This is an optimization exercise on Yosys and OpenROAD, whose aim is small area and a short achievable clock period, not a production implementation. Only simulation tests tie the RTL to the original design; equivalence was not proved. The clock cells of run 2 come from the design's own scripts or RTL, not from TritonCTS. The clock input has no modelled driver; a real chip could not lean on it and would need a root buffer or a full tree. No activity file was given, so power comes from the tool's default toggle rates.

===== flow/config.mk =====
export PLATFORM = sky130hd
export DESIGN_NAME = kws_preprocess_top
export DESIGN_NICKNAME = kws_preprocess_top
export VERILOG_FILES = /design/flow/design.v
export SDC_FILE = /design/flow/constraint.sdc
export NUM_CORES = 4
export LEC_CHECK = 0
export CAP_MARGIN = 20
export CORE_MARGIN = 2
export CORE_UTILIZATION = 60
export CTS_CLUSTER_DIAMETER = 70
export CTS_CLUSTER_SIZE = 35
export SLEW_MARGIN = 20

===== flow/constraint.sdc =====
create_clock -name core_clock -period 10.0 [get_ports {hclk0}]
set_input_delay 2.0000 -clock core_clock [delete_from_list [all_inputs] [get_ports {hclk0}]]
set_output_delay 2.0000 -clock core_clock [all_outputs]
set_load 0.01 [all_outputs]

===== flow/design.v =====
`timescale 1ns/100ps
package kws_pre_pkg;
  typedef logic [31:0]        word_t;          
  typedef logic signed [15:0] sample_t;        
  typedef logic [11:0]        addr_t;          
  localparam int unsigned n_coef     = 64;     
  localparam int unsigned coef_idx_w = 6;
  localparam int unsigned fifo_depth = 8;      
  localparam int unsigned fifo_ptr_w = 3;      
  localparam int unsigned count_w    = 4;      
  localparam int unsigned shift_w    = 4;
  typedef logic [coef_idx_w-1:0] coef_idx_t;
  typedef logic [count_w-1:0]    count_t;
  localparam addr_t ctrl_addr   = 12'h000;
  localparam addr_t status_addr = 12'h004;
  localparam addr_t data_addr   = 12'h008;     
  localparam addr_t result_addr = 12'h00C;     
  typedef struct packed {
    logic      wr_ctrl;
    logic      wr_data;
    logic      wr_coef;
    logic      rd_ctrl;
    logic      rd_status;
    logic      rd_result;
    coef_idx_t coef_idx;
  } reg_acc_t;
  typedef struct packed {
    logic               enable;
    logic [shift_w-1:0] shift;
    coef_idx_t          frame_len;
  } pre_cfg_t;
  typedef struct packed {
    sample_t value;
    logic    last;    
  } result_t;
endpackage
`timescale 1ns/100ps
module ahb_slave_port (
  input  logic                  hclk0,
  input  logic                  hrst_b0,
  input  logic                  hsel,
  input  logic [11:0]           haddr,
  input  logic [1:0]            htrans,
  input  logic                  hwrite,
  input  logic                  hready_in,
  output kws_pre_pkg::reg_acc_t reg_acc
);
  logic accept;      
  logic wr, rd;
  always_comb begin
    accept = hsel & hready_in & htrans[1];
    wr     = accept & hwrite;
    rd     = accept & ~hwrite;
  end
  always_ff @(posedge hclk0 or negedge hrst_b0) begin
    if (!hrst_b0) begin
      reg_acc.wr_ctrl   <= 1'b0;
      reg_acc.wr_data   <= 1'b0;
      reg_acc.wr_coef   <= 1'b0;
      reg_acc.rd_result <= 1'b0;
    end else begin
      reg_acc.wr_ctrl   <= wr & (haddr == kws_pre_pkg::ctrl_addr);
      reg_acc.wr_data   <= wr & (haddr == kws_pre_pkg::data_addr);
      reg_acc.wr_coef   <= wr & (haddr[11:8] == 4'h1);
      reg_acc.rd_result <= rd & (haddr == kws_pre_pkg::result_addr);
    end
  end
  always_ff @(posedge hclk0) begin
    reg_acc.rd_ctrl   <= rd & (haddr == kws_pre_pkg::ctrl_addr);
    reg_acc.rd_status <= rd & (haddr == kws_pre_pkg::status_addr);
    reg_acc.coef_idx  <= haddr[7:2];
  end
endmodule
`timescale 1ns/100ps
module pre_regs (
  input  logic                   hclk0,
  input  logic                   hrst_b0,
  input  kws_pre_pkg::reg_acc_t  reg_acc,
  input  logic [31:0]            hwdata,
  output kws_pre_pkg::word_t     hrdata,
  output kws_pre_pkg::pre_cfg_t  cfg,
  output logic                   sample_push,
  input  logic                   in_full,
  input  kws_pre_pkg::count_t    in_count,
  output logic                   result_pop,
  input  kws_pre_pkg::result_t   result,
  input  kws_pre_pkg::count_t    out_count,
  input  logic                   out_empty
);
  logic               overflow_q;     
  kws_pre_pkg::word_t rd_word;
  always_comb begin
    sample_push = reg_acc.wr_data & ~in_full;               
    result_pop  = reg_acc.rd_result & ~out_empty;
  end
  always_ff @(posedge hclk0 or negedge hrst_b0) begin
    if (!hrst_b0) begin
      cfg        <= '0;
      overflow_q <= 1'b0;
    end else begin
      if (reg_acc.wr_ctrl) begin
        cfg.enable    <= hwdata[0];
        cfg.shift     <= hwdata[7:4];
        cfg.frame_len <= hwdata[21:16];
      end
      if (reg_acc.wr_data && in_full) begin
        overflow_q <= 1'b1;
      end else if (reg_acc.wr_ctrl && hwdata[1]) begin
        overflow_q <= 1'b0;                                 
      end
    end
  end
  always_comb begin
    rd_word = '0;
    if (reg_acc.rd_ctrl) begin
      rd_word[0]     = cfg.enable;
      rd_word[7:4]   = cfg.shift;
      rd_word[21:16] = cfg.frame_len;
    end
    if (reg_acc.rd_status) begin
      rd_word[3:0]   = in_count;
      rd_word[11:8]  = out_count;
      rd_word[16]    = overflow_q;
    end
    if (reg_acc.rd_result && !out_empty) begin
      rd_word[31]    = 1'b1;
      rd_word[30]    = result.last;
      rd_word[29:0]  = {{14{result.value[15]}}, result.value};    
    end
  end
  always_ff @(posedge hclk0) begin
    hrdata <= rd_word;
  end
endmodule
`timescale 1ns/100ps
module coef_ram (
  input  logic                   hclk0,
  input  logic                   wr_en,
  input  kws_pre_pkg::coef_idx_t wr_index,
  input  kws_pre_pkg::sample_t   wr_value,
  input  logic [7:0]             rd_lo,       
  input  logic [7:0]             rd_hi,       
  output kws_pre_pkg::sample_t   rd_value
);
  kws_pre_pkg::sample_t mem [kws_pre_pkg::n_coef];
  kws_pre_pkg::sample_t grp [8];
  always_ff @(posedge hclk0) begin
    if (wr_en) begin
      mem[wr_index] <= wr_value;
    end
  end
  always_comb begin
    rd_value = '0;
    for (int h = 0; h < 8; h++) begin
      grp[h] = '0;
      for (int l = 0; l < 8; l++) begin
        grp[h] = grp[h] | (mem[8*h+l] & {16{rd_lo[l]}});
      end
      rd_value = rd_value | (grp[h] & {16{rd_hi[h]}});
    end
  end
endmodule
`timescale 1ns/100ps
module stream_fifo #(
  parameter int unsigned width = 16
) (
  input  logic                hclk0,
  input  logic                hrst_b0,
  input  logic                push,
  input  logic [width-1:0]    push_data,
  input  logic                pop,
  output logic [width-1:0]    pop_data,
  output logic                full,
  output logic                empty,
  output kws_pre_pkg::count_t count
);
  logic [width-1:0]                     mem [kws_pre_pkg::fifo_depth];
  logic [kws_pre_pkg::fifo_ptr_w-1:0]   wr_ptr;
  logic [kws_pre_pkg::fifo_ptr_w-1:0]   rd_ptr;
  always_ff @(posedge hclk0 or negedge hrst_b0) begin
    if (!hrst_b0) begin
      wr_ptr <= '0;
      rd_ptr <= '0;
      count  <= '0;
    end else begin
      if (push) begin
        wr_ptr <= wr_ptr + 1'b1;
      end
      if (pop) begin
        rd_ptr <= rd_ptr + 1'b1;
      end
      if (push != pop) begin
        count <= push ? count + 1'b1 : count - 1'b1;
      end
    end
  end
  always_ff @(posedge hclk0) begin
    if (push) begin
      mem[wr_ptr] <= push_data;
    end
  end
  always_comb begin
    pop_data = mem[rd_ptr];
    full     = count[3];                                
    empty    = (count == '0);
  end
endmodule
module result_queue (
  input  logic                 hclk0,
  input  logic                 hrst_b0,
  input  logic                 push,
  input  logic [31:0]          push_prod,
  input  logic [3:0]           push_shift,
  input  logic                 push_last,
  input  logic                 pop,
  output kws_pre_pkg::result_t pop_data,
  output logic                 empty,
  output kws_pre_pkg::count_t  count
);
  logic [16:0]          mem [kws_pre_pkg::fifo_depth];    
  logic [2:0]           wr_ptr;
  logic [2:0]           rd_ptr;
  logic                 st_valid;
  logic [2:0]           st_ptr;
  logic [31:0]          st_prod;
  logic [3:0]           st_shift;
  logic                 st_last;
  logic [15:0]          shifted;      
  logic [15:0]          keep;         
  logic [15:0]          st_value;
  logic [16:0]          st_data;
  always_ff @(posedge hclk0 or negedge hrst_b0) begin
    if (!hrst_b0) begin
      wr_ptr   <= '0;
      rd_ptr   <= '0;
      count    <= '0;
      st_valid <= 1'b0;
    end else begin
      st_valid <= push;
      if (push) begin
        wr_ptr <= wr_ptr + 1'b1;
      end
      if (pop) begin
        rd_ptr <= rd_ptr + 1'b1;
      end
      if (push != pop) begin
        count <= push ? count + 1'b1 : count - 1'b1;
      end
    end
  end
  always_comb begin
    shifted = 16'(st_prod[30:0] >> st_shift);
    for (int j = 0; j < 16; j++) begin
      keep[j] = (j >= st_shift) ? (st_prod[15+j] ~^ st_prod[31]) : 1'b1;
    end
    if (&keep) begin
      st_value = shifted;
    end else begin
      st_value = st_prod[31] ? 16'h8000 : 16'h7FFF;
    end
    st_data = {st_value, st_last};
  end
  always_ff @(posedge hclk0) begin
    st_prod  <= push_prod;
    st_shift <= push_shift;
    st_last  <= push_last;
    st_ptr   <= wr_ptr;
    if (st_valid) begin
      mem[st_ptr] <= st_data;
    end
  end
  always_comb begin
    pop_data = (st_valid && st_ptr == rd_ptr) ? st_data : mem[rd_ptr];
    empty    = (count == '0);
  end
endmodule
`timescale 1ns/100ps
module window_engine (
  input  logic                   hclk0,
  input  logic                   hrst_b0,
  input  kws_pre_pkg::pre_cfg_t  cfg,
  input  kws_pre_pkg::sample_t   in_data,
  input  logic                   in_empty,
  output logic                   in_pop,
  output logic [7:0]             coef_lo,
  output logic [7:0]             coef_hi,
  input  kws_pre_pkg::sample_t   coef_value,
  input  logic                   result_pop,
  output logic                   out_push,
  output logic [31:0]            out_prod,     
  output logic [3:0]             out_shift,
  output logic                   out_last
);
  logic [7:0]             fi_lo;
  logic [7:0]             fi_hi;
  logic                   frame_end;
  kws_pre_pkg::count_t    occupancy;    
  logic                   s1_valid;
  kws_pre_pkg::sample_t   s1_sample;
  logic [7:0]             s1_neg, s1_one, s1_two;
  logic                   s1_last;
  logic [31:0]            pp_sum, pp_carry;
  logic                   s2_valid;
  logic [31:0]            s2_sum, s2_carry;
  logic [3:0]             s2_shift;
  logic                   s2_last;
  always_comb begin
    frame_end = fi_lo[cfg.frame_len[2:0]] & fi_hi[cfg.frame_len[5:3]];
    in_pop    = cfg.enable & ~in_empty & ~occupancy[3];
    coef_lo   = fi_lo;
    coef_hi   = fi_hi;
  end
  always_ff @(posedge hclk0 or negedge hrst_b0) begin
    if (!hrst_b0) begin
      fi_lo    <= 8'h01;
      fi_hi    <= 8'h01;
      s1_valid  <= 1'b0;
      s2_valid  <= 1'b0;
      occupancy <= '0;
    end else begin
      if (in_pop != result_pop) begin
        occupancy <= in_pop ? occupancy + 1'b1 : occupancy - 1'b1;
      end
      s1_valid <= in_pop;
      s2_valid <= s1_valid;
      if (!cfg.enable || (in_pop && frame_end)) begin
        fi_lo <= 8'h01;
        fi_hi <= 8'h01;
      end else if (in_pop) begin
        fi_lo <= {fi_lo[6:0], fi_lo[7]};
        if (fi_lo[7]) begin
          fi_hi <= {fi_hi[6:0], fi_hi[7]};
        end
      end
    end
  end
  always_ff @(posedge hclk0) begin
    s1_sample <= in_data;
    for (int i = 0; i < 8; i++) begin
      s1_neg[i] <= coef_value[2*i+1];
      s1_one[i] <= coef_value[2*i] ^ ((i == 0) ? 1'b0 : coef_value[2*i-1]);
      s1_two[i] <= ( coef_value[2*i+1] & ~coef_value[2*i] & ~((i == 0) ? 1'b0 : coef_value[2*i-1])) |
                   (~coef_value[2*i+1] &  coef_value[2*i] &  ((i == 0) ? 1'b0 : coef_value[2*i-1]));
    end
    s1_last   <= frame_end;
    s2_sum    <= pp_sum;
    s2_carry  <= pp_carry;
    s2_shift  <= cfg.shift;
    s2_last   <= s1_last;
  end
  kws_mul_csa u_mul (
    .x       (s1_sample),
    .neg_i   (s1_neg),
    .one_i   (s1_one),
    .two_i   (s1_two),
    .sum_o   (pp_sum),
    .carry_o (pp_carry)
  );
  always_comb begin
    out_push  = s2_valid;
    out_prod  = s2_sum + s2_carry;
    out_shift = s2_shift;
    out_last  = s2_last;
  end
endmodule
module kws_mul_csa (
  input  logic [15:0] x,         
  input  logic [7:0]  neg_i,     
  input  logic [7:0]  one_i,
  input  logic [7:0]  two_i,
  output logic [31:0] sum_o,
  output logic [31:0] carry_o
);
  logic [7:0] neg, one, two;
  logic [16:0] pp0;
  logic [16:0] pp1;
  logic [16:0] pp2;
  logic [16:0] pp3;
  logic [16:0] pp4;
  logic [16:0] pp5;
  logic [16:0] pp6;
  logic [16:0] pp7;
  assign neg[0] = neg_i[0];
  assign one[0] = one_i[0];
  assign two[0] = two_i[0];
  assign pp0[0] = (one[0] & x[0]) ^ neg[0];
  assign pp0[1] = ((one[0] & x[1]) | (two[0] & x[0])) ^ neg[0];
  assign pp0[2] = ((one[0] & x[2]) | (two[0] & x[1])) ^ neg[0];
  assign pp0[3] = ((one[0] & x[3]) | (two[0] & x[2])) ^ neg[0];
  assign pp0[4] = ((one[0] & x[4]) | (two[0] & x[3])) ^ neg[0];
  assign pp0[5] = ((one[0] & x[5]) | (two[0] & x[4])) ^ neg[0];
  assign pp0[6] = ((one[0] & x[6]) | (two[0] & x[5])) ^ neg[0];
  assign pp0[7] = ((one[0] & x[7]) | (two[0] & x[6])) ^ neg[0];
  assign pp0[8] = ((one[0] & x[8]) | (two[0] & x[7])) ^ neg[0];
  assign pp0[9] = ((one[0] & x[9]) | (two[0] & x[8])) ^ neg[0];
  assign pp0[10] = ((one[0] & x[10]) | (two[0] & x[9])) ^ neg[0];
  assign pp0[11] = ((one[0] & x[11]) | (two[0] & x[10])) ^ neg[0];
  assign pp0[12] = ((one[0] & x[12]) | (two[0] & x[11])) ^ neg[0];
  assign pp0[13] = ((one[0] & x[13]) | (two[0] & x[12])) ^ neg[0];
  assign pp0[14] = ((one[0] & x[14]) | (two[0] & x[13])) ^ neg[0];
  assign pp0[15] = ((one[0] & x[15]) | (two[0] & x[14])) ^ neg[0];
  assign pp0[16] = ((one[0] & x[15]) | (two[0] & x[15])) ^ neg[0];
  assign neg[1] = neg_i[1];
  assign one[1] = one_i[1];
  assign two[1] = two_i[1];
  assign pp1[0] = (one[1] & x[0]) ^ neg[1];
  assign pp1[1] = ((one[1] & x[1]) | (two[1] & x[0])) ^ neg[1];
  assign pp1[2] = ((one[1] & x[2]) | (two[1] & x[1])) ^ neg[1];
  assign pp1[3] = ((one[1] & x[3]) | (two[1] & x[2])) ^ neg[1];
  assign pp1[4] = ((one[1] & x[4]) | (two[1] & x[3])) ^ neg[1];
  assign pp1[5] = ((one[1] & x[5]) | (two[1] & x[4])) ^ neg[1];
  assign pp1[6] = ((one[1] & x[6]) | (two[1] & x[5])) ^ neg[1];
  assign pp1[7] = ((one[1] & x[7]) | (two[1] & x[6])) ^ neg[1];
  assign pp1[8] = ((one[1] & x[8]) | (two[1] & x[7])) ^ neg[1];
  assign pp1[9] = ((one[1] & x[9]) | (two[1] & x[8])) ^ neg[1];
  assign pp1[10] = ((one[1] & x[10]) | (two[1] & x[9])) ^ neg[1];
  assign pp1[11] = ((one[1] & x[11]) | (two[1] & x[10])) ^ neg[1];
  assign pp1[12] = ((one[1] & x[12]) | (two[1] & x[11])) ^ neg[1];
  assign pp1[13] = ((one[1] & x[13]) | (two[1] & x[12])) ^ neg[1];
  assign pp1[14] = ((one[1] & x[14]) | (two[1] & x[13])) ^ neg[1];
  assign pp1[15] = ((one[1] & x[15]) | (two[1] & x[14])) ^ neg[1];
  assign pp1[16] = ((one[1] & x[15]) | (two[1] & x[15])) ^ neg[1];
  assign neg[2] = neg_i[2];
  assign one[2] = one_i[2];
  assign two[2] = two_i[2];
  assign pp2[0] = (one[2] & x[0]) ^ neg[2];
  assign pp2[1] = ((one[2] & x[1]) | (two[2] & x[0])) ^ neg[2];
  assign pp2[2] = ((one[2] & x[2]) | (two[2] & x[1])) ^ neg[2];
  assign pp2[3] = ((one[2] & x[3]) | (two[2] & x[2])) ^ neg[2];
  assign pp2[4] = ((one[2] & x[4]) | (two[2] & x[3])) ^ neg[2];
  assign pp2[5] = ((one[2] & x[5]) | (two[2] & x[4])) ^ neg[2];
  assign pp2[6] = ((one[2] & x[6]) | (two[2] & x[5])) ^ neg[2];
  assign pp2[7] = ((one[2] & x[7]) | (two[2] & x[6])) ^ neg[2];
  assign pp2[8] = ((one[2] & x[8]) | (two[2] & x[7])) ^ neg[2];
  assign pp2[9] = ((one[2] & x[9]) | (two[2] & x[8])) ^ neg[2];
  assign pp2[10] = ((one[2] & x[10]) | (two[2] & x[9])) ^ neg[2];
  assign pp2[11] = ((one[2] & x[11]) | (two[2] & x[10])) ^ neg[2];
  assign pp2[12] = ((one[2] & x[12]) | (two[2] & x[11])) ^ neg[2];
  assign pp2[13] = ((one[2] & x[13]) | (two[2] & x[12])) ^ neg[2];
  assign pp2[14] = ((one[2] & x[14]) | (two[2] & x[13])) ^ neg[2];
  assign pp2[15] = ((one[2] & x[15]) | (two[2] & x[14])) ^ neg[2];
  assign pp2[16] = ((one[2] & x[15]) | (two[2] & x[15])) ^ neg[2];
  assign neg[3] = neg_i[3];
  assign one[3] = one_i[3];
  assign two[3] = two_i[3];
  assign pp3[0] = (one[3] & x[0]) ^ neg[3];
  assign pp3[1] = ((one[3] & x[1]) | (two[3] & x[0])) ^ neg[3];
  assign pp3[2] = ((one[3] & x[2]) | (two[3] & x[1])) ^ neg[3];
  assign pp3[3] = ((one[3] & x[3]) | (two[3] & x[2])) ^ neg[3];
  assign pp3[4] = ((one[3] & x[4]) | (two[3] & x[3])) ^ neg[3];
  assign pp3[5] = ((one[3] & x[5]) | (two[3] & x[4])) ^ neg[3];
  assign pp3[6] = ((one[3] & x[6]) | (two[3] & x[5])) ^ neg[3];
  assign pp3[7] = ((one[3] & x[7]) | (two[3] & x[6])) ^ neg[3];
  assign pp3[8] = ((one[3] & x[8]) | (two[3] & x[7])) ^ neg[3];
  assign pp3[9] = ((one[3] & x[9]) | (two[3] & x[8])) ^ neg[3];
  assign pp3[10] = ((one[3] & x[10]) | (two[3] & x[9])) ^ neg[3];
  assign pp3[11] = ((one[3] & x[11]) | (two[3] & x[10])) ^ neg[3];
  assign pp3[12] = ((one[3] & x[12]) | (two[3] & x[11])) ^ neg[3];
  assign pp3[13] = ((one[3] & x[13]) | (two[3] & x[12])) ^ neg[3];
  assign pp3[14] = ((one[3] & x[14]) | (two[3] & x[13])) ^ neg[3];
  assign pp3[15] = ((one[3] & x[15]) | (two[3] & x[14])) ^ neg[3];
  assign pp3[16] = ((one[3] & x[15]) | (two[3] & x[15])) ^ neg[3];
  assign neg[4] = neg_i[4];
  assign one[4] = one_i[4];
  assign two[4] = two_i[4];
  assign pp4[0] = (one[4] & x[0]) ^ neg[4];
  assign pp4[1] = ((one[4] & x[1]) | (two[4] & x[0])) ^ neg[4];
  assign pp4[2] = ((one[4] & x[2]) | (two[4] & x[1])) ^ neg[4];
  assign pp4[3] = ((one[4] & x[3]) | (two[4] & x[2])) ^ neg[4];
  assign pp4[4] = ((one[4] & x[4]) | (two[4] & x[3])) ^ neg[4];
  assign pp4[5] = ((one[4] & x[5]) | (two[4] & x[4])) ^ neg[4];
  assign pp4[6] = ((one[4] & x[6]) | (two[4] & x[5])) ^ neg[4];
  assign pp4[7] = ((one[4] & x[7]) | (two[4] & x[6])) ^ neg[4];
  assign pp4[8] = ((one[4] & x[8]) | (two[4] & x[7])) ^ neg[4];
  assign pp4[9] = ((one[4] & x[9]) | (two[4] & x[8])) ^ neg[4];
  assign pp4[10] = ((one[4] & x[10]) | (two[4] & x[9])) ^ neg[4];
  assign pp4[11] = ((one[4] & x[11]) | (two[4] & x[10])) ^ neg[4];
  assign pp4[12] = ((one[4] & x[12]) | (two[4] & x[11])) ^ neg[4];
  assign pp4[13] = ((one[4] & x[13]) | (two[4] & x[12])) ^ neg[4];
  assign pp4[14] = ((one[4] & x[14]) | (two[4] & x[13])) ^ neg[4];
  assign pp4[15] = ((one[4] & x[15]) | (two[4] & x[14])) ^ neg[4];
  assign pp4[16] = ((one[4] & x[15]) | (two[4] & x[15])) ^ neg[4];
  assign neg[5] = neg_i[5];
  assign one[5] = one_i[5];
  assign two[5] = two_i[5];
  assign pp5[0] = (one[5] & x[0]) ^ neg[5];
  assign pp5[1] = ((one[5] & x[1]) | (two[5] & x[0])) ^ neg[5];
  assign pp5[2] = ((one[5] & x[2]) | (two[5] & x[1])) ^ neg[5];
  assign pp5[3] = ((one[5] & x[3]) | (two[5] & x[2])) ^ neg[5];
  assign pp5[4] = ((one[5] & x[4]) | (two[5] & x[3])) ^ neg[5];
  assign pp5[5] = ((one[5] & x[5]) | (two[5] & x[4])) ^ neg[5];
  assign pp5[6] = ((one[5] & x[6]) | (two[5] & x[5])) ^ neg[5];
  assign pp5[7] = ((one[5] & x[7]) | (two[5] & x[6])) ^ neg[5];
  assign pp5[8] = ((one[5] & x[8]) | (two[5] & x[7])) ^ neg[5];
  assign pp5[9] = ((one[5] & x[9]) | (two[5] & x[8])) ^ neg[5];
  assign pp5[10] = ((one[5] & x[10]) | (two[5] & x[9])) ^ neg[5];
  assign pp5[11] = ((one[5] & x[11]) | (two[5] & x[10])) ^ neg[5];
  assign pp5[12] = ((one[5] & x[12]) | (two[5] & x[11])) ^ neg[5];
  assign pp5[13] = ((one[5] & x[13]) | (two[5] & x[12])) ^ neg[5];
  assign pp5[14] = ((one[5] & x[14]) | (two[5] & x[13])) ^ neg[5];
  assign pp5[15] = ((one[5] & x[15]) | (two[5] & x[14])) ^ neg[5];
  assign pp5[16] = ((one[5] & x[15]) | (two[5] & x[15])) ^ neg[5];
  assign neg[6] = neg_i[6];
  assign one[6] = one_i[6];
  assign two[6] = two_i[6];
  assign pp6[0] = (one[6] & x[0]) ^ neg[6];
  assign pp6[1] = ((one[6] & x[1]) | (two[6] & x[0])) ^ neg[6];
  assign pp6[2] = ((one[6] & x[2]) | (two[6] & x[1])) ^ neg[6];
  assign pp6[3] = ((one[6] & x[3]) | (two[6] & x[2])) ^ neg[6];
  assign pp6[4] = ((one[6] & x[4]) | (two[6] & x[3])) ^ neg[6];
  assign pp6[5] = ((one[6] & x[5]) | (two[6] & x[4])) ^ neg[6];
  assign pp6[6] = ((one[6] & x[6]) | (two[6] & x[5])) ^ neg[6];
  assign pp6[7] = ((one[6] & x[7]) | (two[6] & x[6])) ^ neg[6];
  assign pp6[8] = ((one[6] & x[8]) | (two[6] & x[7])) ^ neg[6];
  assign pp6[9] = ((one[6] & x[9]) | (two[6] & x[8])) ^ neg[6];
  assign pp6[10] = ((one[6] & x[10]) | (two[6] & x[9])) ^ neg[6];
  assign pp6[11] = ((one[6] & x[11]) | (two[6] & x[10])) ^ neg[6];
  assign pp6[12] = ((one[6] & x[12]) | (two[6] & x[11])) ^ neg[6];
  assign pp6[13] = ((one[6] & x[13]) | (two[6] & x[12])) ^ neg[6];
  assign pp6[14] = ((one[6] & x[14]) | (two[6] & x[13])) ^ neg[6];
  assign pp6[15] = ((one[6] & x[15]) | (two[6] & x[14])) ^ neg[6];
  assign pp6[16] = ((one[6] & x[15]) | (two[6] & x[15])) ^ neg[6];
  assign neg[7] = neg_i[7];
  assign one[7] = one_i[7];
  assign two[7] = two_i[7];
  assign pp7[0] = (one[7] & x[0]) ^ neg[7];
  assign pp7[1] = ((one[7] & x[1]) | (two[7] & x[0])) ^ neg[7];
  assign pp7[2] = ((one[7] & x[2]) | (two[7] & x[1])) ^ neg[7];
  assign pp7[3] = ((one[7] & x[3]) | (two[7] & x[2])) ^ neg[7];
  assign pp7[4] = ((one[7] & x[4]) | (two[7] & x[3])) ^ neg[7];
  assign pp7[5] = ((one[7] & x[5]) | (two[7] & x[4])) ^ neg[7];
  assign pp7[6] = ((one[7] & x[6]) | (two[7] & x[5])) ^ neg[7];
  assign pp7[7] = ((one[7] & x[7]) | (two[7] & x[6])) ^ neg[7];
  assign pp7[8] = ((one[7] & x[8]) | (two[7] & x[7])) ^ neg[7];
  assign pp7[9] = ((one[7] & x[9]) | (two[7] & x[8])) ^ neg[7];
  assign pp7[10] = ((one[7] & x[10]) | (two[7] & x[9])) ^ neg[7];
  assign pp7[11] = ((one[7] & x[11]) | (two[7] & x[10])) ^ neg[7];
  assign pp7[12] = ((one[7] & x[12]) | (two[7] & x[11])) ^ neg[7];
  assign pp7[13] = ((one[7] & x[13]) | (two[7] & x[12])) ^ neg[7];
  assign pp7[14] = ((one[7] & x[14]) | (two[7] & x[13])) ^ neg[7];
  assign pp7[15] = ((one[7] & x[15]) | (two[7] & x[14])) ^ neg[7];
  assign pp7[16] = ((one[7] & x[15]) | (two[7] & x[15])) ^ neg[7];
  logic s0, c0;
  assign s0 = pp0[10] ^ pp1[8];
  assign c0 = pp0[10] & pp1[8];
  logic s1, c1;
  assign s1 = pp0[11] ^ pp1[9];
  assign c1 = pp0[11] & pp1[9];
  logic s2, c2;
  assign s2 = pp0[12] ^ pp1[10] ^ pp2[8];
  assign c2 = (pp0[12] & pp1[10]) | (pp0[12] & pp2[8]) | (pp1[10] & pp2[8]);
  logic s3, c3;
  assign s3 = pp3[6] ^ pp4[4];
  assign c3 = pp3[6] & pp4[4];
  logic s4, c4;
  assign s4 = pp0[13] ^ pp1[11] ^ pp2[9];
  assign c4 = (pp0[13] & pp1[11]) | (pp0[13] & pp2[9]) | (pp1[11] & pp2[9]);
  logic s5, c5;
  assign s5 = pp3[7] ^ pp4[5];
  assign c5 = pp3[7] & pp4[5];
  logic s6, c6;
  assign s6 = pp0[14] ^ pp1[12] ^ pp2[10];
  assign c6 = (pp0[14] & pp1[12]) | (pp0[14] & pp2[10]) | (pp1[12] & pp2[10]);
  logic s7, c7;
  assign s7 = pp3[8] ^ pp4[6] ^ pp5[4];
  assign c7 = (pp3[8] & pp4[6]) | (pp3[8] & pp5[4]) | (pp4[6] & pp5[4]);
  logic s8, c8;
  assign s8 = pp6[2] ^ pp7[0];
  assign c8 = pp6[2] & pp7[0];
  logic s9, c9;
  assign s9 = pp0[15] ^ pp1[13] ^ pp2[11];
  assign c9 = (pp0[15] & pp1[13]) | (pp0[15] & pp2[11]) | (pp1[13] & pp2[11]);
  logic s10, c10;
  assign s10 = pp3[9] ^ pp4[7] ^ pp5[5];
  assign c10 = (pp3[9] & pp4[7]) | (pp3[9] & pp5[5]) | (pp4[7] & pp5[5]);
  logic s11, c11;
  assign s11 = pp6[3] ^ pp7[1];
  assign c11 = pp6[3] & pp7[1];
  logic s12, c12;
  assign s12 = pp0[16] ^ pp1[14] ^ pp2[12];
  assign c12 = (pp0[16] & pp1[14]) | (pp0[16] & pp2[12]) | (pp1[14] & pp2[12]);
  logic s13, c13;
  assign s13 = pp3[10] ^ pp4[8] ^ pp5[6];
  assign c13 = (pp3[10] & pp4[8]) | (pp3[10] & pp5[6]) | (pp4[8] & pp5[6]);
  logic s14, c14;
  assign s14 = pp6[4] ^ pp7[2];
  assign c14 = pp6[4] & pp7[2];
  logic s15, c15;
  assign s15 = pp0[16] ^ pp1[15] ^ pp2[13];
  assign c15 = (pp0[16] & pp1[15]) | (pp0[16] & pp2[13]) | (pp1[15] & pp2[13]);
  logic s16, c16;
  assign s16 = pp3[11] ^ pp4[9] ^ pp5[7];
  assign c16 = (pp3[11] & pp4[9]) | (pp3[11] & pp5[7]) | (pp4[9] & pp5[7]);
  logic s17, c17;
  assign s17 = pp6[5] ^ pp7[3];
  assign c17 = pp6[5] & pp7[3];
  logic s18, c18;
  assign s18 = ~pp0[16] ^ ~pp1[16] ^ pp2[14];
  assign c18 = (~pp0[16] & ~pp1[16]) | (~pp0[16] & pp2[14]) | (~pp1[16] & pp2[14]);
  logic s19, c19;
  assign s19 = pp3[12] ^ pp4[10] ^ pp5[8];
  assign c19 = (pp3[12] & pp4[10]) | (pp3[12] & pp5[8]) | (pp4[10] & pp5[8]);
  logic s20, c20;
  assign s20 = pp6[6] ^ pp7[4];
  assign c20 = pp6[6] & pp7[4];
  logic s21, c21;
  assign s21 = 1'b1 ^ pp2[15] ^ pp3[13];
  assign c21 = (1'b1 & pp2[15]) | (1'b1 & pp3[13]) | (pp2[15] & pp3[13]);
  logic s22, c22;
  assign s22 = pp4[11] ^ pp5[9] ^ pp6[7];
  assign c22 = (pp4[11] & pp5[9]) | (pp4[11] & pp6[7]) | (pp5[9] & pp6[7]);
  logic s23, c23;
  assign s23 = ~pp2[16] ^ pp3[14] ^ pp4[12];
  assign c23 = (~pp2[16] & pp3[14]) | (~pp2[16] & pp4[12]) | (pp3[14] & pp4[12]);
  logic s24, c24;
  assign s24 = 1'b1 ^ pp3[15];
  assign c24 = 1'b1 & pp3[15];
  logic s25, c25;
  assign s25 = pp0[6] ^ pp1[4];
  assign c25 = pp0[6] & pp1[4];
  logic s26, c26;
  assign s26 = pp0[7] ^ pp1[5];
  assign c26 = pp0[7] & pp1[5];
  logic s27, c27;
  assign s27 = pp0[8] ^ pp1[6] ^ pp2[4];
  assign c27 = (pp0[8] & pp1[6]) | (pp0[8] & pp2[4]) | (pp1[6] & pp2[4]);
  logic s28, c28;
  assign s28 = pp3[2] ^ pp4[0];
  assign c28 = pp3[2] & pp4[0];
  logic s29, c29;
  assign s29 = pp0[9] ^ pp1[7] ^ pp2[5];
  assign c29 = (pp0[9] & pp1[7]) | (pp0[9] & pp2[5]) | (pp1[7] & pp2[5]);
  logic s30, c30;
  assign s30 = pp3[3] ^ pp4[1];
  assign c30 = pp3[3] & pp4[1];
  logic s31, c31;
  assign s31 = pp2[6] ^ pp3[4] ^ pp4[2];
  assign c31 = (pp2[6] & pp3[4]) | (pp2[6] & pp4[2]) | (pp3[4] & pp4[2]);
  logic s32, c32;
  assign s32 = pp5[0] ^ neg[5] ^ s0;
  assign c32 = (pp5[0] & neg[5]) | (pp5[0] & s0) | (neg[5] & s0);
  logic s33, c33;
  assign s33 = pp2[7] ^ pp3[5] ^ pp4[3];
  assign c33 = (pp2[7] & pp3[5]) | (pp2[7] & pp4[3]) | (pp3[5] & pp4[3]);
  logic s34, c34;
  assign s34 = pp5[1] ^ c0 ^ s1;
  assign c34 = (pp5[1] & c0) | (pp5[1] & s1) | (c0 & s1);
  logic s35, c35;
  assign s35 = pp5[2] ^ pp6[0] ^ neg[6];
  assign c35 = (pp5[2] & pp6[0]) | (pp5[2] & neg[6]) | (pp6[0] & neg[6]);
  logic s36, c36;
  assign s36 = c1 ^ s2 ^ s3;
  assign c36 = (c1 & s2) | (c1 & s3) | (s2 & s3);
  logic s37, c37;
  assign s37 = pp5[3] ^ pp6[1] ^ c2;
  assign c37 = (pp5[3] & pp6[1]) | (pp5[3] & c2) | (pp6[1] & c2);
  logic s38, c38;
  assign s38 = c3 ^ s4 ^ s5;
  assign c38 = (c3 & s4) | (c3 & s5) | (s4 & s5);
  logic s39, c39;
  assign s39 = neg[7] ^ c4 ^ c5;
  assign c39 = (neg[7] & c4) | (neg[7] & c5) | (c4 & c5);
  logic s40, c40;
  assign s40 = s6 ^ s7 ^ s8;
  assign c40 = (s6 & s7) | (s6 & s8) | (s7 & s8);
  logic s41, c41;
  assign s41 = c6 ^ c7 ^ c8;
  assign c41 = (c6 & c7) | (c6 & c8) | (c7 & c8);
  logic s42, c42;
  assign s42 = s9 ^ s10 ^ s11;
  assign c42 = (s9 & s10) | (s9 & s11) | (s10 & s11);
  logic s43, c43;
  assign s43 = c9 ^ c10 ^ c11;
  assign c43 = (c9 & c10) | (c9 & c11) | (c10 & c11);
  logic s44, c44;
  assign s44 = s12 ^ s13 ^ s14;
  assign c44 = (s12 & s13) | (s12 & s14) | (s13 & s14);
  logic s45, c45;
  assign s45 = c12 ^ c13 ^ c14;
  assign c45 = (c12 & c13) | (c12 & c14) | (c13 & c14);
  logic s46, c46;
  assign s46 = s15 ^ s16 ^ s17;
  assign c46 = (s15 & s16) | (s15 & s17) | (s16 & s17);
  logic s47, c47;
  assign s47 = c15 ^ c16 ^ c17;
  assign c47 = (c15 & c16) | (c15 & c17) | (c16 & c17);
  logic s48, c48;
  assign s48 = s18 ^ s19 ^ s20;
  assign c48 = (s18 & s19) | (s18 & s20) | (s19 & s20);
  logic s49, c49;
  assign s49 = pp7[5] ^ c18 ^ c19;
  assign c49 = (pp7[5] & c18) | (pp7[5] & c19) | (c18 & c19);
  logic s50, c50;
  assign s50 = c20 ^ s21 ^ s22;
  assign c50 = (c20 & s21) | (c20 & s22) | (s21 & s22);
  logic s51, c51;
  assign s51 = pp5[10] ^ pp6[8] ^ pp7[6];
  assign c51 = (pp5[10] & pp6[8]) | (pp5[10] & pp7[6]) | (pp6[8] & pp7[6]);
  logic s52, c52;
  assign s52 = c21 ^ c22 ^ s23;
  assign c52 = (c21 & c22) | (c21 & s23) | (c22 & s23);
  logic s53, c53;
  assign s53 = pp4[13] ^ pp5[11] ^ pp6[9];
  assign c53 = (pp4[13] & pp5[11]) | (pp4[13] & pp6[9]) | (pp5[11] & pp6[9]);
  logic s54, c54;
  assign s54 = pp7[7] ^ c23 ^ s24;
  assign c54 = (pp7[7] & c23) | (pp7[7] & s24) | (c23 & s24);
  logic s55, c55;
  assign s55 = ~pp3[16] ^ pp4[14] ^ pp5[12];
  assign c55 = (~pp3[16] & pp4[14]) | (~pp3[16] & pp5[12]) | (pp4[14] & pp5[12]);
  logic s56, c56;
  assign s56 = pp6[10] ^ pp7[8] ^ c24;
  assign c56 = (pp6[10] & pp7[8]) | (pp6[10] & c24) | (pp7[8] & c24);
  logic s57, c57;
  assign s57 = 1'b1 ^ pp4[15] ^ pp5[13];
  assign c57 = (1'b1 & pp4[15]) | (1'b1 & pp5[13]) | (pp4[15] & pp5[13]);
  logic s58, c58;
  assign s58 = pp6[11] ^ pp7[9];
  assign c58 = pp6[11] & pp7[9];
  logic s59, c59;
  assign s59 = ~pp4[16] ^ pp5[14] ^ pp6[12];
  assign c59 = (~pp4[16] & pp5[14]) | (~pp4[16] & pp6[12]) | (pp5[14] & pp6[12]);
  logic s60, c60;
  assign s60 = 1'b1 ^ pp5[15];
  assign c60 = 1'b1 & pp5[15];
  logic s61, c61;
  assign s61 = pp0[4] ^ pp1[2];
  assign c61 = pp0[4] & pp1[2];
  logic s62, c62;
  assign s62 = pp0[5] ^ pp1[3];
  assign c62 = pp0[5] & pp1[3];
  logic s63, c63;
  assign s63 = pp2[2] ^ pp3[0] ^ neg[3];
  assign c63 = (pp2[2] & pp3[0]) | (pp2[2] & neg[3]) | (pp3[0] & neg[3]);
  logic s64, c64;
  assign s64 = pp2[3] ^ pp3[1] ^ c25;
  assign c64 = (pp2[3] & pp3[1]) | (pp2[3] & c25) | (pp3[1] & c25);
  logic s65, c65;
  assign s65 = neg[4] ^ c26 ^ s27;
  assign c65 = (neg[4] & c26) | (neg[4] & s27) | (c26 & s27);
  logic s66, c66;
  assign s66 = c27 ^ c28 ^ s29;
  assign c66 = (c27 & c28) | (c27 & s29) | (c28 & s29);
  logic s67, c67;
  assign s67 = c29 ^ c30 ^ s31;
  assign c67 = (c29 & c30) | (c29 & s31) | (c30 & s31);
  logic s68, c68;
  assign s68 = c31 ^ c32 ^ s33;
  assign c68 = (c31 & c32) | (c31 & s33) | (c32 & s33);
  logic s69, c69;
  assign s69 = c33 ^ c34 ^ s35;
  assign c69 = (c33 & c34) | (c33 & s35) | (c34 & s35);
  logic s70, c70;
  assign s70 = c35 ^ c36 ^ s37;
  assign c70 = (c35 & c36) | (c35 & s37) | (c36 & s37);
  logic s71, c71;
  assign s71 = c37 ^ c38 ^ s39;
  assign c71 = (c37 & c38) | (c37 & s39) | (c38 & s39);
  logic s72, c72;
  assign s72 = c39 ^ c40 ^ s41;
  assign c72 = (c39 & c40) | (c39 & s41) | (c40 & s41);
  logic s73, c73;
  assign s73 = c41 ^ c42 ^ s43;
  assign c73 = (c41 & c42) | (c41 & s43) | (c42 & s43);
  logic s74, c74;
  assign s74 = c43 ^ c44 ^ s45;
  assign c74 = (c43 & c44) | (c43 & s45) | (c44 & s45);
  logic s75, c75;
  assign s75 = c45 ^ c46 ^ s47;
  assign c75 = (c45 & c46) | (c45 & s47) | (c46 & s47);
  logic s76, c76;
  assign s76 = c47 ^ c48 ^ s49;
  assign c76 = (c47 & c48) | (c47 & s49) | (c48 & s49);
  logic s77, c77;
  assign s77 = c49 ^ c50 ^ s51;
  assign c77 = (c49 & c50) | (c49 & s51) | (c50 & s51);
  logic s78, c78;
  assign s78 = c51 ^ c52 ^ s53;
  assign c78 = (c51 & c52) | (c51 & s53) | (c52 & s53);
  logic s79, c79;
  assign s79 = c53 ^ c54 ^ s55;
  assign c79 = (c53 & c54) | (c53 & s55) | (c54 & s55);
  logic s80, c80;
  assign s80 = c55 ^ c56 ^ s57;
  assign c80 = (c55 & c56) | (c55 & s57) | (c56 & s57);
  logic s81, c81;
  assign s81 = pp7[10] ^ c57 ^ c58;
  assign c81 = (pp7[10] & c57) | (pp7[10] & c58) | (c57 & c58);
  logic s82, c82;
  assign s82 = pp6[13] ^ pp7[11] ^ c59;
  assign c82 = (pp6[13] & pp7[11]) | (pp6[13] & c59) | (pp7[11] & c59);
  logic s83, c83;
  assign s83 = ~pp5[16] ^ pp6[14] ^ pp7[12];
  assign c83 = (~pp5[16] & pp6[14]) | (~pp5[16] & pp7[12]) | (pp6[14] & pp7[12]);
  logic s84, c84;
  assign s84 = 1'b1 ^ pp6[15];
  assign c84 = 1'b1 & pp6[15];
  logic s85, c85;
  assign s85 = pp0[2] ^ pp1[0];
  assign c85 = pp0[2] & pp1[0];
  logic s86, c86;
  assign s86 = pp0[3] ^ pp1[1];
  assign c86 = pp0[3] & pp1[1];
  logic s87, c87;
  assign s87 = pp2[0] ^ neg[2] ^ s61;
  assign c87 = (pp2[0] & neg[2]) | (pp2[0] & s61) | (neg[2] & s61);
  logic s88, c88;
  assign s88 = pp2[1] ^ c61 ^ s62;
  assign c88 = (pp2[1] & c61) | (pp2[1] & s62) | (c61 & s62);
  logic s89, c89;
  assign s89 = s25 ^ c62 ^ s63;
  assign c89 = (s25 & c62) | (s25 & s63) | (c62 & s63);
  logic s90, c90;
  assign s90 = s26 ^ c63 ^ s64;
  assign c90 = (s26 & c63) | (s26 & s64) | (c63 & s64);
  logic s91, c91;
  assign s91 = s28 ^ c64 ^ s65;
  assign c91 = (s28 & c64) | (s28 & s65) | (c64 & s65);
  logic s92, c92;
  assign s92 = s30 ^ c65 ^ s66;
  assign c92 = (s30 & c65) | (s30 & s66) | (c65 & s66);
  logic s93, c93;
  assign s93 = s32 ^ c66 ^ s67;
  assign c93 = (s32 & c66) | (s32 & s67) | (c66 & s67);
  logic s94, c94;
  assign s94 = s34 ^ c67 ^ s68;
  assign c94 = (s34 & c67) | (s34 & s68) | (c67 & s68);
  logic s95, c95;
  assign s95 = s36 ^ c68 ^ s69;
  assign c95 = (s36 & c68) | (s36 & s69) | (c68 & s69);
  logic s96, c96;
  assign s96 = s38 ^ c69 ^ s70;
  assign c96 = (s38 & c69) | (s38 & s70) | (c69 & s70);
  logic s97, c97;
  assign s97 = s40 ^ c70 ^ s71;
  assign c97 = (s40 & c70) | (s40 & s71) | (c70 & s71);
  logic s98, c98;
  assign s98 = s42 ^ c71 ^ s72;
  assign c98 = (s42 & c71) | (s42 & s72) | (c71 & s72);
  logic s99, c99;
  assign s99 = s44 ^ c72 ^ s73;
  assign c99 = (s44 & c72) | (s44 & s73) | (c72 & s73);
  logic s100, c100;
  assign s100 = s46 ^ c73 ^ s74;
  assign c100 = (s46 & c73) | (s46 & s74) | (c73 & s74);
  logic s101, c101;
  assign s101 = s48 ^ c74 ^ s75;
  assign c101 = (s48 & c74) | (s48 & s75) | (c74 & s75);
  logic s102, c102;
  assign s102 = s50 ^ c75 ^ s76;
  assign c102 = (s50 & c75) | (s50 & s76) | (c75 & s76);
  logic s103, c103;
  assign s103 = s52 ^ c76 ^ s77;
  assign c103 = (s52 & c76) | (s52 & s77) | (c76 & s77);
  logic s104, c104;
  assign s104 = s54 ^ c77 ^ s78;
  assign c104 = (s54 & c77) | (s54 & s78) | (c77 & s78);
  logic s105, c105;
  assign s105 = s56 ^ c78 ^ s79;
  assign c105 = (s56 & c78) | (s56 & s79) | (c78 & s79);
  logic s106, c106;
  assign s106 = s58 ^ c79 ^ s80;
  assign c106 = (s58 & c79) | (s58 & s80) | (c79 & s80);
  logic s107, c107;
  assign s107 = s59 ^ c80 ^ s81;
  assign c107 = (s59 & c80) | (s59 & s81) | (c80 & s81);
  logic s108, c108;
  assign s108 = s60 ^ c81 ^ s82;
  assign c108 = (s60 & c81) | (s60 & s82) | (c81 & s82);
  logic s109, c109;
  assign s109 = c60 ^ c82 ^ s83;
  assign c109 = (c60 & c82) | (c60 & s83) | (c82 & s83);
  logic s110, c110;
  assign s110 = pp7[13] ^ c83 ^ s84;
  assign c110 = (pp7[13] & c83) | (pp7[13] & s84) | (c83 & s84);
  logic s111, c111;
  assign s111 = ~pp6[16] ^ pp7[14] ^ c84;
  assign c111 = (~pp6[16] & pp7[14]) | (~pp6[16] & c84) | (pp7[14] & c84);
  logic s112, c112;
  assign s112 = 1'b1 ^ pp7[15];
  assign c112 = 1'b1 & pp7[15];
  assign sum_o[0] = pp0[0];
  assign carry_o[0] = neg[0];
  assign sum_o[1] = pp0[1];
  assign carry_o[1] = 1'b0;
  assign sum_o[2] = neg[1];
  assign carry_o[2] = s85;
  assign sum_o[3] = c85;
  assign carry_o[3] = s86;
  assign sum_o[4] = c86;
  assign carry_o[4] = s87;
  assign sum_o[5] = c87;
  assign carry_o[5] = s88;
  assign sum_o[6] = c88;
  assign carry_o[6] = s89;
  assign sum_o[7] = c89;
  assign carry_o[7] = s90;
  assign sum_o[8] = c90;
  assign carry_o[8] = s91;
  assign sum_o[9] = c91;
  assign carry_o[9] = s92;
  assign sum_o[10] = c92;
  assign carry_o[10] = s93;
  assign sum_o[11] = c93;
  assign carry_o[11] = s94;
  assign sum_o[12] = c94;
  assign carry_o[12] = s95;
  assign sum_o[13] = c95;
  assign carry_o[13] = s96;
  assign sum_o[14] = c96;
  assign carry_o[14] = s97;
  assign sum_o[15] = c97;
  assign carry_o[15] = s98;
  assign sum_o[16] = c98;
  assign carry_o[16] = s99;
  assign sum_o[17] = c99;
  assign carry_o[17] = s100;
  assign sum_o[18] = c100;
  assign carry_o[18] = s101;
  assign sum_o[19] = c101;
  assign carry_o[19] = s102;
  assign sum_o[20] = c102;
  assign carry_o[20] = s103;
  assign sum_o[21] = c103;
  assign carry_o[21] = s104;
  assign sum_o[22] = c104;
  assign carry_o[22] = s105;
  assign sum_o[23] = c105;
  assign carry_o[23] = s106;
  assign sum_o[24] = c106;
  assign carry_o[24] = s107;
  assign sum_o[25] = c107;
  assign carry_o[25] = s108;
  assign sum_o[26] = c108;
  assign carry_o[26] = s109;
  assign sum_o[27] = c109;
  assign carry_o[27] = s110;
  assign sum_o[28] = c110;
  assign carry_o[28] = s111;
  assign sum_o[29] = c111;
  assign carry_o[29] = s112;
  assign sum_o[30] = ~pp7[16];
  assign carry_o[30] = c112;
  assign sum_o[31] = 1'b1;
  assign carry_o[31] = 1'b0;
endmodule
`timescale 1ns/100ps
module kws_preprocess_top (
  input  logic                  hclk0,
  input  logic                  hrst_b0,
  input  logic                  hsel,
  input  logic [11:0]           haddr,
  input  logic [1:0]            htrans,
  input  logic                  hwrite,
  input  logic [31:0]           hwdata,
  input  logic                  hready_in,
  output logic [31:0]           hrdata
);
  kws_pre_pkg::reg_acc_t  reg_acc;
  kws_pre_pkg::pre_cfg_t  cfg;
  logic                   sample_push;
  logic                   in_full;
  logic                   in_empty;
  kws_pre_pkg::count_t    in_count;
  logic                   in_pop;
  kws_pre_pkg::sample_t   in_data;
  logic [7:0]             coef_lo;
  logic [7:0]             coef_hi;
  kws_pre_pkg::sample_t   coef_value;
  logic                   out_push;
  logic [31:0]            out_prod;
  logic [3:0]             out_shift;
  logic                   out_last;
  logic                   result_pop;
  kws_pre_pkg::result_t   result;
  kws_pre_pkg::count_t    out_count;
  logic                   out_empty;
  ahb_slave_port u_port (
    .hclk0     (hclk0),
    .hrst_b0   (hrst_b0),
    .hsel      (hsel),
    .haddr     (haddr),
    .htrans    (htrans),
    .hwrite    (hwrite),
    .hready_in (hready_in),
    .reg_acc   (reg_acc)
  );
  pre_regs u_regs (
    .hclk0       (hclk0),
    .hrst_b0     (hrst_b0),
    .reg_acc     (reg_acc),
    .hwdata      (hwdata),
    .hrdata      (hrdata),
    .cfg         (cfg),
    .sample_push (sample_push),
    .in_full     (in_full),
    .in_count    (in_count),
    .result_pop  (result_pop),
    .result      (result),
    .out_count   (out_count),
    .out_empty   (out_empty)
  );
  coef_ram u_coef (
    .hclk0    (hclk0),
    .wr_en    (reg_acc.wr_coef),
    .wr_index (reg_acc.coef_idx),
    .wr_value (hwdata[15:0]),
    .rd_lo    (coef_lo),
    .rd_hi    (coef_hi),
    .rd_value (coef_value)
  );
  stream_fifo #(.width(16)) u_in_fifo (
    .hclk0     (hclk0),
    .hrst_b0   (hrst_b0),
    .push      (sample_push),
    .push_data (hwdata[15:0]),
    .pop       (in_pop),
    .pop_data  (in_data),
    .full      (in_full),
    .empty     (in_empty),
    .count     (in_count)
  );
  window_engine u_engine (
    .hclk0      (hclk0),
    .hrst_b0    (hrst_b0),
    .cfg        (cfg),
    .in_data    (in_data),
    .in_empty   (in_empty),
    .in_pop     (in_pop),
    .coef_lo    (coef_lo),
    .coef_hi    (coef_hi),
    .coef_value (coef_value),
    .result_pop (result_pop),
    .out_push   (out_push),
    .out_prod   (out_prod),
    .out_shift  (out_shift),
    .out_last   (out_last)
  );
  result_queue u_out_fifo (
    .hclk0     (hclk0),
    .hrst_b0   (hrst_b0),
    .push       (out_push),
    .push_prod  (out_prod),
    .push_shift (out_shift),
    .push_last  (out_last),
    .pop       (result_pop),
    .pop_data  (result),
    .empty     (out_empty),
    .count     (out_count)
  );
endmodule

===== flow/flow/run.sh =====
#!/bin/bash
# Standard layout, with timing repair aimed below the clock period:
# repair_timing works on every path with less than SETUP_SLACK_MARGIN slack.
set -euo pipefail
bash standard.sh SETUP_SLACK_MARGIN=6.75 finish > standard_flow.log 2>&1

===== flow/standard.sh =====
#!/bin/bash
# synth_recipe.tcl (not shown) runs the flow's synth.tcl, then flattens the netlist and writes it again
# the make line also repeats each setting of config.mk as NAME=value (left out here)
make -C /OpenROAD-flow-scripts/flow DESIGN_CONFIG=/design/flow/config.mk WORK_HOME=/design/flow/orfs CLKGATE_MAP_FILE= SYNTH_SCRIPT=/design/flow/synth_recipe.tcl "${@:-finish}"

==> metrics.md, run 1 <==
| Metric | Value |
|---|---|
| Post-synthesis sequential area ratio | `71.2%` |
| I/O pin cnt | `83` |
| Initial antenna violation count | `5` |
| Crit. End Element | `output port` |
| CTS Sinks | `1526` |
| Least-Margin Pin Slew | `between 1 and 1.5 ns` |
| Syn_area_per_cell | `approximately 16 sq um` |
| Post-synth net total | `~4000` |
| Max-Cap Viols | `0` |
| CTS tree | `yes` |
| Final min period | `between 3 and 4 ns` |
| Final Setup Violations | `0` |
| DR DRC count | `0` |
| Slew HR | `roughly 31%` |
| Antenna-violating nets left | `0` |
| Worst skew pair latency | `0.71 ns` |
| Detail Placement HPWL | `about 90 mm` |
| Maximum fanout along the worst path | `4` |
| Yosys warning count | `7` |
| Via count | `around 35000` |
| Hold Crit Depth | `0` |
| Initial Util | `just over 60%` |
| Hold_ws | `about 0.33 ns` |
| Crit path DAT | `about 1.3 ns` |
| Required @ worst endpoint | `about 8.0 ns` |
| Grt ovf | `0` |
| Fin nets | `4027` |
| First-pass GRT wire length | `231 mm` |
| Static leakage | `21.6 nW` |
| Clock Skews | `0.0424 ns` |
| Fill cells | `7096` |
| Synth Register Bits | `approximately 1500` |
| Hold_buf cts | `0` |
| Largest net degree at the start of global routing | `between 90 and 100` |
| Total CTS buffers | `slightly above 70` |
| Commonest non-fill, non-tap cell in the layout | `edfxtp_1` |
| DP Worst Slack | `slightly above 6 ns` |
| Async SR Flop Fraction | `under 10%` |
| Layout Cell Area excl Fill | `67000 sq um` |
| Chip Width | `roughly 320 microns` |
| Final Util | `roughly two thirds` |
| Worst hold path type | `flip-flop to flip-flop` |
| First-pass DRT Iterations | `6` |
| PD cells | `162 nW/um^2` |
| Dpl cells | `5104` |
| Unrepaired setup endpoints after global routing | `yes` |
| Vias/cell | `between 6 and 7` |
| Synth Instances | `approximately 3800` |
| R2R cell count | `7` |
| FP Rows | `roughly 120` |
| Placer Congestion | `0.863` |
| Tot Pwr | `10.8 mW` |
| Core Footprint | `102000 sq um` |
| H-tree levels | `3` |
| PortBufs | `between 70 and 80` |
| Final Hold Vio Count | `0` |
| Area growth syn-to-layout | `9.05%` |
| Post-synth top area share | `a little over three fifths` |
| Die ar. | `roughly 100000 sq um` |
| Post-route setup slack | `around 6.7 ns` |
| Unique masters post-synth | `between 70 and 80` |
| Fin crit share | `about 33%` |
| Number of synthesized flops with an enable pin | `between 1000 and 1500` |
| Synth Flop Type | `edfxtp_1` |
| WS Path Type | `flip-flop to output port` |
| Final Max Tran Viols | `0` |
| Status | `complete, no violations` |
| Final WL | `between 150 and 200 mm` |
| Worst vdd ir | `~0.20 mV` |
| Area post-placement | `between 60000 and 70000 sq um` |
| Clock buffer depth | `3` |
| Top cell type by total area after synthesis | `edfxtp_1` |
| Clock-pin slew on the worst setup and hold paths | `~0.1 ns` |
| 1st-iter DRT viols | `roughly 4200` |
| Layout cells sized above 1 | `between 10 and 15%` |
| Die extent in y | `approximately 320 microns` |
| CTS root buf | `clkbuf_16` |
| Vias in the first global route | `between 30000 and 40000` |
| Final std cells w/o fill | `around 5300` |
| Synth area leaders | `edfxtp_1 (63%), a22oi_1 (8.1%), dfxtp_1 (5.8%)` |
| Routed WL per cell | `between 30 and 40 microns` |
| Peak Freq | `around 300 MHz` |
| Most frequent cells in the layout | `edfxtp_1 (1288), a22oi_1 (658), buf_4 (141), nor2_1 (135), dfxtp_1 (135)` |
| GRT Resource Usage Total | `a little under a third` |
| Synthesized cell area | `approximately 61000 sq um` |
| Setup tns final | `0 ns` |
| CP Launch Type | `flip-flop` |
## layout make-up
type                            instances  area [sq um]  area share, %
Multi-Input combinational cell       1895         16500           24.6
Timing Repair Buffer                  228          1830           2.73
Antenna cell                            1          2.50        0.00374
Clock buffer                           79          1910           2.86
Tap cell                             1368          1710           2.55
Inverter                              104           394          0.588
Sequential cell                      1526         43900           65.5
Clock inverter                         54           827           1.23
## worst paths after layout
check                                             start                          endpoint  slack, ns
setup reg to reg             u_engine.s1_two[3]$_DFF_P_     u_engine.s2_carry[19]$_DFF_P_       6.77
hold / removal             u_engine.s2_shift[0]$_DFF_P_    u_out_fifo.st_shift[0]$_DFF_P_       0.33
min in group asynchronous                       hrst_b0     u_engine.fi_lo[1]$_DFFE_PN0P_       1.48
hold reg to reg            u_engine.s2_shift[0]$_DFF_P_    u_out_fifo.st_shift[0]$_DFF_P_       0.33
max in group asynchronous                       hrst_b0  u_out_fifo.rd_ptr[0]$_DFFE_PN0P_       7.93
setup / recovery           u_regs.hrdata[29]$_SDFF_PN0_                        hrdata[23]       6.72
## worst max-delay path, stage by stage (launching register included)
cell and delay [ns]:
dfxtp_4 0.36, buf_6 0.12, buf_2 0.13
## registers in the layout (all words and copies together), names as in the netlist, 11 cells and up
signal and count:
u_coef.mem 1024, u_regs.hrdata 24, u_engine.s2_sum 31, u_engine.s1_sample 16, u_engine.s2_carry 30, u_port.reg_acc 12, u_in_fifo.mem 128, u_out_fifo.mem 136
u_regs.cfg 11, u_out_fifo.st_prod 32
## cell usage after synthesis, drive strengths merged, types with 13 or more instances
library cell and number:
a41oi 23, mux2 40, o21ai 59, dfrtp 57, nor2 138, nand3 13
mux2i 66, nand4 115, a22oi 665, xnor2 124, a22o 22, dfxtp 179
a221o 17, a21oi 67, nand2 80, clkbuf 210, inv 102, xor2 64
nor3 19, a21o 23, buf 66, ha 61, fa 88, edfxtp 1288
mux4 82
## cells by family (layout without fill, tap and decap cells)
kind of cell               count (synthesis)  in the layout  synth area share [%]
adders and majority gates                150            150                  4.13
muxes                                    188            188                  4.81
buffers and inverters                    380            465                  2.41
other                                      0              1                     0
DFF                                     1526           1526                  71.2
xor gates and xnor gates                 188            188                  2.68
AOI/OAI and AO/OA                        940            940                  11.3
and+or+nand+nor                          429            429                  3.50
## per-layer routing
layer,track usage [%],share of wire [%]
met2,51.3,49
met1,40.8,39
met4,11.6,4.0
met5,0,0.021
met3,4.29,7.7
## report_power, final
| part | leakage (nW) | switching [mW] | internal [mW] |
|---|---|---|---|
| clock network | 1.29 | 2.16 | 1.64 |
| registers | 13.9 | 0.0125 | 6.87 |
| logic | 6.38 | 0.114 | 0.0310 |
## timing repair
item                       CTS  global route
setup buffers                7            10
setup endpoints to repair  178           125
pin swaps                    0             4
gates resized for setup    199            54
==> run 2, diff against run 1 <==
==> flow/flow/run.sh (replaced) <==
#!/bin/bash
# Standard layout with two changes:
#  - the clock tree is built by flow/manual_cts.tcl (sourced as the PRE_CTS_TCL
#    hook; it takes the place of TritonCTS): a balanced two-level tree of
#    clkbuf_16, four roots on the clock port, each driving the leaf buffers of
#    one quarter of the core;
#  - timing repair is aimed below the clock period: repair_timing works on
#    every path with less than SETUP_SLACK_MARGIN slack.
set -euo pipefail
bash standard.sh SETUP_SLACK_MARGIN=6.9 PRE_CTS_TCL="$PWD/flow/manual_cts.tcl" finish > standard_flow.log 2>&1
==> flow/flow/manual_cts.tcl (new file) <==
# Hook sourced before clock_tree_synthesis (PRE_CTS_TCL): replaces TritonCTS
# with a two-level clock tree. The clock port drives NROOT root buffers (one
# per region of the core); each root drives the leaf buffers of its region,
# and each leaf buffer drives a cluster of about equal size of nearby flops.
rename clock_tree_synthesis tritoncts_clock_tree_synthesis

proc kws_split {items key n} {
  # split items ({x y ...} lists) into n groups of about equal size by key
  set s [lsort -real -index $key $items]
  set len [llength $s]
  set out {}
  for {set i 0} {$i < $n} {incr i} {
    set a [expr {($i * $len) / $n}]
    set b [expr {(($i + 1) * $len) / $n - 1}]
    lappend out [lrange $s $a $b]
  }
  return $out
}

proc kws_centroid {items} {
  set sx 0.0; set sy 0.0
  foreach it $items { set sx [expr {$sx + [lindex $it 0]}]; set sy [expr {$sy + [lindex $it 1]}] }
  set n [llength $items]
  return [list [expr {int($sx / $n)}] [expr {int($sy / $n)}]]
}

proc clock_tree_synthesis {args} {
  set rx [expr {[info exists ::env(KWS_ROOT_X)] ? $::env(KWS_ROOT_X) : 2}]
  set ry [expr {[info exists ::env(KWS_ROOT_Y)] ? $::env(KWS_ROOT_Y) : 2}]
  set lx [expr {[info exists ::env(KWS_LEAF_X)] ? $::env(KWS_LEAF_X) : 3}]
  set ly [expr {[info exists ::env(KWS_LEAF_Y)] ? $::env(KWS_LEAF_Y) : 5}]
  set root_cell [expr {[info exists ::env(KWS_ROOT_CELL)] ? $::env(KWS_ROOT_CELL) : "sky130_fd_sc_hd__clkbuf_16"}]
  set leaf_cell [expr {[info exists ::env(KWS_LEAF_CELL)] ? $::env(KWS_LEAF_CELL) : "sky130_fd_sc_hd__clkbuf_16"}]
  set db [ord::get_db]
  set block [ord::get_db_block]
  set clk [$block findNet hclk0]
  $clk setSigType CLOCK
  set rmaster [$db findMaster $root_cell]
  set lmaster [$db findMaster $leaf_cell]
  # sinks: every instance pin on the clock net
  set sinks {}
  foreach it [$clk getITerms] {
    set xy [$it getAvgXY]
    if {[lindex $xy 0] == 0} {
      set inst [$it getInst]
      set bb [$inst getBBox]
      set xy [list 1 [expr {([$bb xMin] + [$bb xMax]) / 2}] [expr {([$bb yMin] + [$bb yMax]) / 2}]]
    }
    lappend sinks [list [lindex $xy 1] [lindex $xy 2] $it]
  }
  puts "manual cts: [llength $sinks] sinks, roots ${rx}x${ry}, leaves per root ${lx}x${ly}"
  set r 0; set l 0
  foreach col [kws_split $sinks 0 $rx] {
    foreach region [kws_split $col 1 $ry] {
      set rname "clkroot_$r"
      set rnet [odb::dbNet_create $block "${rname}_net"]
      $rnet setSigType CLOCK
      set leaves {}
      foreach lcol [kws_split $region 0 $lx] {
        foreach cl [kws_split $lcol 1 $ly] {
          if {[llength $cl] == 0} continue
          set c [kws_centroid $cl]
          set lname "clkleaf_$l"
          set linst [odb::dbInst_create $block $lmaster $lname]
          $linst setLocation [lindex $c 0] [lindex $c 1]
          $linst setPlacementStatus PLACED
          set lnet [odb::dbNet_create $block "${lname}_net"]
          $lnet setSigType CLOCK
          foreach s $cl {
            set it [lindex $s 2]
            $it disconnect
            $it connect $lnet
          }
          [$linst findITerm X] connect $lnet
          [$linst findITerm A] connect $rnet
          lappend leaves [list [lindex $c 0] [lindex $c 1]]
          incr l
        }
      }
      set c [kws_centroid $leaves]
      set rinst [odb::dbInst_create $block $rmaster $rname]
      $rinst setLocation [lindex $c 0] [lindex $c 1]
      $rinst setPlacementStatus PLACED
      [$rinst findITerm X] connect $rnet
      [$rinst findITerm A] connect $clk
      incr r
    }
  }
  puts "manual cts: $r roots, $l leaves"
  global_connect
  set_propagated_clock [all_clocks]
}
--- a/flow/config.mk
+++ b/flow/config.mk
@@ -8,6 +8,4 @@
 export CAP_MARGIN = 20
 export CORE_MARGIN = 2
 export CORE_UTILIZATION = 60
-export CTS_CLUSTER_DIAMETER = 70
-export CTS_CLUSTER_SIZE = 35
 export SLEW_MARGIN = 20
==> metrics.md, run 2 <==
| Metric | Value |
|---|---|
| Most frequent cells in the layout | `edfxtp_1 (1288), a22oi_1 (656), buf_4 (140), dfxtp_1 (134), nor2_1 (132) (was edfxtp_1 (1288), a22oi_1 (658), buf_4 (141), nor2_1 (135), dfxtp_1 (135))` |
| Crit. End Element | `output port (unchanged)` |
| Post-synth top area share | `63.0% (unchanged)` |
| WS Path Type | `flip-flop to output port (unchanged)` |
| Unrepaired setup endpoints after global routing | `yes (unchanged)` |
| Compound-Gate Fraction of Synth Area | `11.3% (unchanged)` |
| Reg area | `43900 sq um (about the same)` |
| Number of synthesized flops with an enable pin | `1288 (unchanged)` |
| Least-Margin Pin Slew | `1.14 ns (was 1.04 ns)` |
| Static leakage | `21.3 nW (was 21.6 nW)` |
| Die extent in y | `324 microns (unchanged)` |
| Slowest CP cell | `dfxtp_4 (unchanged)` |
| Top Family by Delay on Critical Path | `flip-flops (unchanged)` |
| Chip Width | `324 microns (unchanged)` |
| First-pass GRT wire length | `228 mm (was 231 mm)` |
| Area of the multi-input gates | `16700 sq um (was 16500 sq um)` |
| Final Setup Violations | `0 (unchanged)` |
| Highest metal layer with signal wires | `met4 (was met5)` |
| Max FFs per register | `1024 (unchanged)` |
| Fill cells | `7150 (was 7096)` |
| CP Launch Type | `flip-flop (unchanged)` |
| Initial Util | `60.5% (unchanged)` |
| Worst path max stage delay | `0.36 ns (about the same)` |
| Adder-cell share of the synthesized area | `4.13% (unchanged)` |
| Largest net degree at the start of global routing | `93 (was 98)` |
| Detail Placement HPWL | `91.4 mm (was 92.6 mm)` |
| Top flop regs | `u_coef.mem (1024), u_out_fifo.mem (136), u_in_fifo.mem (128) (unchanged)` |
| Final WL | `161 mm (was 160 mm)` |
| First-pass DRT Iterations | `7 (was 6)` |
| Fin nets | `4039 (was 4027)` |
| Peak Freq | `314 MHz (was 305 MHz)` |
| Status | `complete, no violations (unchanged)` |
| Largest family of logic cells by synthesized area | `compound AO/OA/AOI/OAI gates (unchanged)` |
| Setup tns final | `0 ns (unchanged)` |
| Largest Register | `u_coef.mem (unchanged)` |
| Most frequent cell on the critical path | `buf_6` |
| Synth Flop Type | `edfxtp_1 (unchanged)` |
| Unique masters post-synth | `75 (unchanged)` |
| Via count | `35100 (was 34900)` |
| Post-synthesis xor/xnor area fraction | `2.68% (unchanged)` |
| Synth area leaders | `edfxtp_1 (63%), a22oi_1 (8.1%), dfxtp_1 (5.8%) (unchanged)` |
| Met1 WL | `62.7 mm (was 62.2 mm)` |
| I/O pin cnt | `83 (unchanged)` |
| R2R Setup Slk | `6.90 ns (was 6.77 ns)` |
| Async SR Flop Fraction | `3.87% (unchanged)` |
| FP Rows | `117 (unchanged)` |
| Post-synthesis mux area share | `4.81% (unchanged)` |
| Crit path buf inv count | `3 (was 2)` |
| Vias/cell | `6.73 (was 6.65)` |
==> run 2: cell counts after synthesis <==
No cell type changed its count.
==> run 2: timing repair <==
action                     CTS  global route
cloned                       0             5
gates resized for setup    188            72
setup endpoints to repair  227           134
setup buffers               21            21
pin swaps                   14            14
==> run 2: per-layer routing <==
layer	global-route usage (%)	vias to the layer above
met2	49.9	1728
met5	0	-
li1	-	15000
met3	3.08	267
met4	9.61	0
met1	41.7	18100
==> run 2: per-stage QoR <==
step | utilization, % | hold WS [ns] | cells | setup slack, ns | instance area (sq um)
CTS | 65.0 | 0.331 | 5178 | 6.79 | 66000
finish | 65.6 | 0.330 | 5205 | 6.82 | 66600
global placement | 62.8 | 0.314 | 5093 | 6.38 | 63800
global route | 65.6 | 0.344 | 5205 | 6.79 | 66600
floorplan | - | 0.310 | 3801 | 6.90 | 61500
detailed placement | 62.8 | 0.312 | 5093 | 6.36 | 63800
==> run 2: worst min-delay path by stage <==
stage	startpoint	endpoint	slack (ns)	cells after the start
after CTS	u_engine.s2_shift[0]$_DFF_P_	u_out_fifo.st_shift[0]$_DFF_P_	0.33	0
after floorplan	u_engine.s1_last$_DFF_P_	u_engine.s2_last$_DFF_P_	0.31	0
after global routing	u_engine.s1_last$_DFF_P_	u_engine.s2_last$_DFF_P_	0.34	0
after global placement	u_engine.s2_shift[3]$_DFF_P_	u_out_fifo.st_shift[3]$_DFF_P_	0.31	0
after detailed placement	u_engine.s2_shift[0]$_DFF_P_	u_out_fifo.st_shift[0]$_DFF_P_	0.31	0
final	u_engine.s2_shift[0]$_DFF_P_	u_out_fifo.st_shift[0]$_DFF_P_	0.33	0
==> run 2: worst reg2reg max path, delay by kind of cell, from the launching register on <==
kind / cells / cell delay (ns)
AND/OR/NAND/NOR: 3 / 0.88
flip-flops: 1 / 0.34
adder cells (fa/ha/maj): 1 / 0.23
AO/OA/AOI/OAI: 6 / 1.54
==> run 2: logic make-up after synthesis <==
group | after synthesis
simple gates | 429
flops | 1526
buf+inv | 380
compound gates | 940
mux | 188
fa+ha+maj | 150
xor+xnor | 188
==> run 2: layout make-up <==
cell class	instances	share of cell area, %
buffer	64	2.40
inverter	104	0.592
multi-input combinational	1895	25.0
sequential	1526	65.9
tap	1368	2.57
timing repair buffer	248	3.55
==> run 2: report_power, final <==
group | internal [mW] | switching (mW) | leakage, nW
Combinational | 0.0317 | 0.116 | 6.60
Sequential | 6.87 | 0.0116 | 13.9
Clock | 1.14 | 1.75 | 0.789

## static timing again, ports no longer ideal
The flow's constraints put no driver on any port. The routed layouts listed below were extracted and timed again, unchanged, in two steps. Step 1 (the two cells are an assumption about what drives the block):
set clk [get_ports {hclk0}]
set_driving_cell -lib_cell sky130_fd_sc_hd__clkbuf_16 $clk
set_driving_cell -lib_cell sky130_fd_sc_hd__buf_2 [delete_from_list [all_inputs] $clk]
Step 2 adds t to the input delays and takes it off the output delays; t is the mean of the earliest and latest rising clock arrival at the registers after step 1. Input paths then give back, and output paths get back, about the clock's delay inside the block. Slacks: ideal / step 1 / step 2; pairs: ideal / step 1.
run | t (ns) | slack for setup (ns) | worst setup path after step 2
run 1 | 0.745 | 6.720 / 6.651 / 6.628 | input to register
run 2 | 0.639 | 6.818 / 6.662 / 6.700 | input to register
After both steps setup and hold are still met in every run listed. The setup slack of run 2, which loses most, moves by -0.156 ns with the drivers and by -0.118 ns with both steps.
